This design comes from an exercise in tuning for small area and few clock cycles on the open sky130 flow, not from production work. In this exercise RTL edits were held to simulation tests only and were not proved equivalent to the original.

Setup of old:
==> flow/design.v <==
package hsv_pkg;
    localparam int CHAN_W = 8;
    localparam int STEP_W = 68;    
    typedef struct packed {
        logic        v;     
        logic [7:0]  hi;    
        logic [7:0]  dm;    
        logic [7:0]  rs;    
        logic [7:0]  rh;    
        logic        hp;    
        logic [1:0]  r3;    
        logic [15:0] qs;    
        logic [15:0] qh;    
    } step_t;
endpackage
module hsv_prep (
    input  logic                in_valid,
    input  logic [7:0]          red,
    input  logic [7:0]          green,
    input  logic [7:0]          blue,
    output logic [hsv_pkg::STEP_W-1:0] out_bits
);
    hsv_pkg::step_t out;
    assign out_bits = out;
    logic       ge_rg, ge_gb, ge_br, eq_rg, eq_gb, eq_br, ge_rb;
    logic       sec_r, sec_g;
    logic       down;           
    logic [7:0] hi, mid, lo, xa, xb;
    logic [2:0] k;
    always_comb begin
        ge_rg = (red >= green);
        ge_gb = (green >= blue);
        ge_br = (blue >= red);
        eq_rg = (red == green);
        eq_gb = (green == blue);
        eq_br = (blue == red);
        ge_rb = !ge_br || eq_br;
        sec_r = ge_rg && ge_rb;
        sec_g = !sec_r && ge_gb;
        if (sec_r) begin
            hi = red;
            if (ge_gb) begin mid = green; lo = blue;  down = 1'b0; k = 3'd0; end
            else       begin mid = blue;  lo = green; down = 1'b1; k = 3'd5; end
        end else if (sec_g) begin
            hi = green;
            if (ge_br) begin
                mid = blue; lo = red;
                down = eq_gb;
                k    = eq_gb ? 3'd3 : 3'd2;
            end else begin
                mid = red; lo = blue; down = 1'b1; k = 3'd1;
            end
        end else begin
            hi = blue;
            if (ge_rg) begin mid = red;   lo = green; down = 1'b0; k = 3'd4; end
            else       begin mid = green; lo = red;   down = 1'b1; k = 3'd3; end
        end
        xa = down ? hi  : mid;
        xb = down ? mid : lo;
        out.v  = in_valid;
        out.hi = hi;
        out.dm = hi + ~lo;
        out.rs = out.dm;
        out.qs = '0;
        out.rh = xa - xb;
        out.hp = 1'b0;
        out.r3 = (k >= 3'd3) ? 2'(k - 3'd3) : k[1:0];
        out.qh = {15'd0, (k >= 3'd3)};
    end
endmodule
module hsv_div #(
    parameter int STEP = 0
) (
    input  logic [hsv_pkg::STEP_W-1:0] in_bits,
    output logic [hsv_pkg::STEP_W-1:0] out_bits
);
    hsv_pkg::step_t in, out;
    assign in       = in_bits;
    assign out_bits = out;
    logic       sbit;
    logic [8:0] st, ht;
    logic [9:0] sdf, hdf;
    logic       sfit, hfit;
    logic [2:0] t3;
    logic       hb;
    always_comb begin
        sbit = (STEP < 8) ? 1'b1 : !in.dm[15 - STEP];
        out  = in;
        st   = {in.rs, sbit};
        sdf  = {1'b0, st} - {2'b0, in.hi};
        sfit = !sdf[9];
        out.rs = sfit ? sdf[7:0] : st[7:0];
        out.qs = {in.qs[14:0], sfit};
        if (STEP < 15) begin
            ht   = {in.rh, 1'b0};
            hdf  = {1'b0, ht} + {2'b11, ~in.dm};
            hfit = !hdf[9];
            out.rh = hfit ? hdf[7:0] : ht[7:0];
            out.hp = hfit;
        end
        if (STEP > 0) begin
            t3   = {in.r3, in.hp};
            hb   = (t3 >= 3'd3);
            out.r3 = hb ? 2'(t3 - 3'd3) : t3[1:0];
            out.qh = {in.qh[14:0], hb};
        end
    end
endmodule
module rgb_to_hsv_converter_unit #(
    parameter logic [16:0] REG_AT = 17'b00100010001000101
) (
    input  logic        aclk,
    input  logic        aresetn,
    input  logic        s_tvalid,
    output logic        s_tready,
    input  logic [23:0] s_tdata,    
    output logic        m_tvalid,
    input  logic        m_tready,
    output logic [39:0] m_tdata     
);
    logic [16:0][hsv_pkg::STEP_W-1:0] pos;   
    logic [16:0][hsv_pkg::STEP_W-1:0] src;   
    hsv_pkg::step_t        last;
    logic           en;
    hsv_prep u_prep (
        .in_valid (s_tvalid),
        .red      (s_tdata[7:0]),
        .green    (s_tdata[15:8]),
        .blue     (s_tdata[23:16]),
        .out_bits (pos[0])
    );
    for (genvar p = 0; p <= 16; p++) begin : g_pos
        if (p > 0) begin : g_step
            hsv_div #(.STEP(p - 1)) u_step (.in_bits(src[p-1]), .out_bits(pos[p]));
        end
        if (REG_AT[p]) begin : g_reg
            hsv_pkg::step_t nxt;
            logic           v_reg;
            logic [hsv_pkg::STEP_W-2:0] data_reg;
            assign nxt = pos[p];
            always_ff @(posedge aclk) begin
                if (!aresetn) begin
                    v_reg <= 1'b0;
                end else if (en) begin
                    v_reg <= nxt.v;
                end
            end
            always_ff @(posedge aclk) begin
                if (en) begin
                    data_reg <= nxt[hsv_pkg::STEP_W-2:0];
                end
            end
            assign src[p] = {v_reg, data_reg};
        end else begin : g_wire
            assign src[p] = pos[p];
        end
    end
    logic grey;
    assign last     = src[16];
    assign grey     = (last.dm == 8'hFF);
    assign m_tvalid = last.v;
    assign en       = m_tready || !m_tvalid;
    assign s_tready = en;
    assign m_tdata  = {last.hi,
                       grey ? 16'd0 : last.qs,
                       last.qh};
endmodule
export LEC_CHECK = 0
export ABC_AREA = 1
export CAP_MARGIN = 20
export CORE_MARGIN = 2
export CORE_UTILIZATION = 40
export CTS_CLUSTER_DIAMETER = 100
export CTS_CLUSTER_SIZE = 28
export SETUP_SLACK_MARGIN = -0.2
export SLEW_MARGIN = 20
create_clock -name core_clock -period 5.0 [get_ports {aclk}]
standard.sh (not shown) runs the stock make flow with config.mk's settings and CLKGATE_MAP_FILE= SYNTH_SCRIPT=/design/flow/synth_recipe.tcl, a recipe that flattens the netlist after the stock synthesis.
==> flow/flow/run.sh <==
#!/bin/bash
set -euo pipefail
export SYNTH_OPERATIONS_ARGS="-nofsm"
export BUFFER_PORTS_ARGS="-buffer_cell sky130_fd_sc_hd__buf_2"
export RECOVER_POWER=100
bash standard.sh ADDER_MAP_FILE= ABC_DRIVER_CELL=sky130_fd_sc_hd__buf_4 finish > standard.log 2>&1
Testbench counts of old, summed over its fixed seeds: cycles 32,808.
Inputs modified between old and new:
--- a/flow/design.v
+++ b/flow/design.v
@@ -108,5 +108,5 @@
 endmodule
 module rgb_to_hsv_converter_unit #(
-    parameter logic [16:0] REG_AT = 17'b00100010001000101
+    parameter logic [16:0] REG_AT = 17'b00100100010001001
 ) (
     input  logic        aclk,
Note that the wire length recorded for new amounts to 0.947 times the value seen in old.
Max final net count across new and old: old
Clock buffer instance count of the final layout: lower on new
Looking at met2 usage, new sits below old.
Final cell utilization of the core, new and old: lower on old
Non-clock buffer count in new is 20 higher than in old
Per the comparison of new with old, post-synthesis adder-cell area fraction held, least setup slack across all paths after layout now sits higher.
Testbench counts of new, summed over its fixed seeds: cycles 32,808.

==> what the ideal ports hide <==
In the flow no input, the clock included, has a driving cell. The finished layouts below were timed again as built, in two steps.
Step 1: set_driving_cell puts a clkbuf_16 on aclk and a buf_2 on each other input, an assumption about the parent block.
Step 2 times the ports against the registers' clock, not the clock port: input delays grow and output delays shrink by t, the midpoint of the rising clock arrivals with the driver on.
Slacks: no drivers / after step 1 / after step 2; pairs: no drivers / after step 1.
run	shift t [ns]	slack for setup (ns)	worst setup path at the end	pins driven straight from the clock port
old	0.577	0.348 / 0.342 / 0.348	register to register	1
new	0.581	0.400 / 0.346 / 0.402	register to register	1
After both steps every run listed still meets setup and hold.
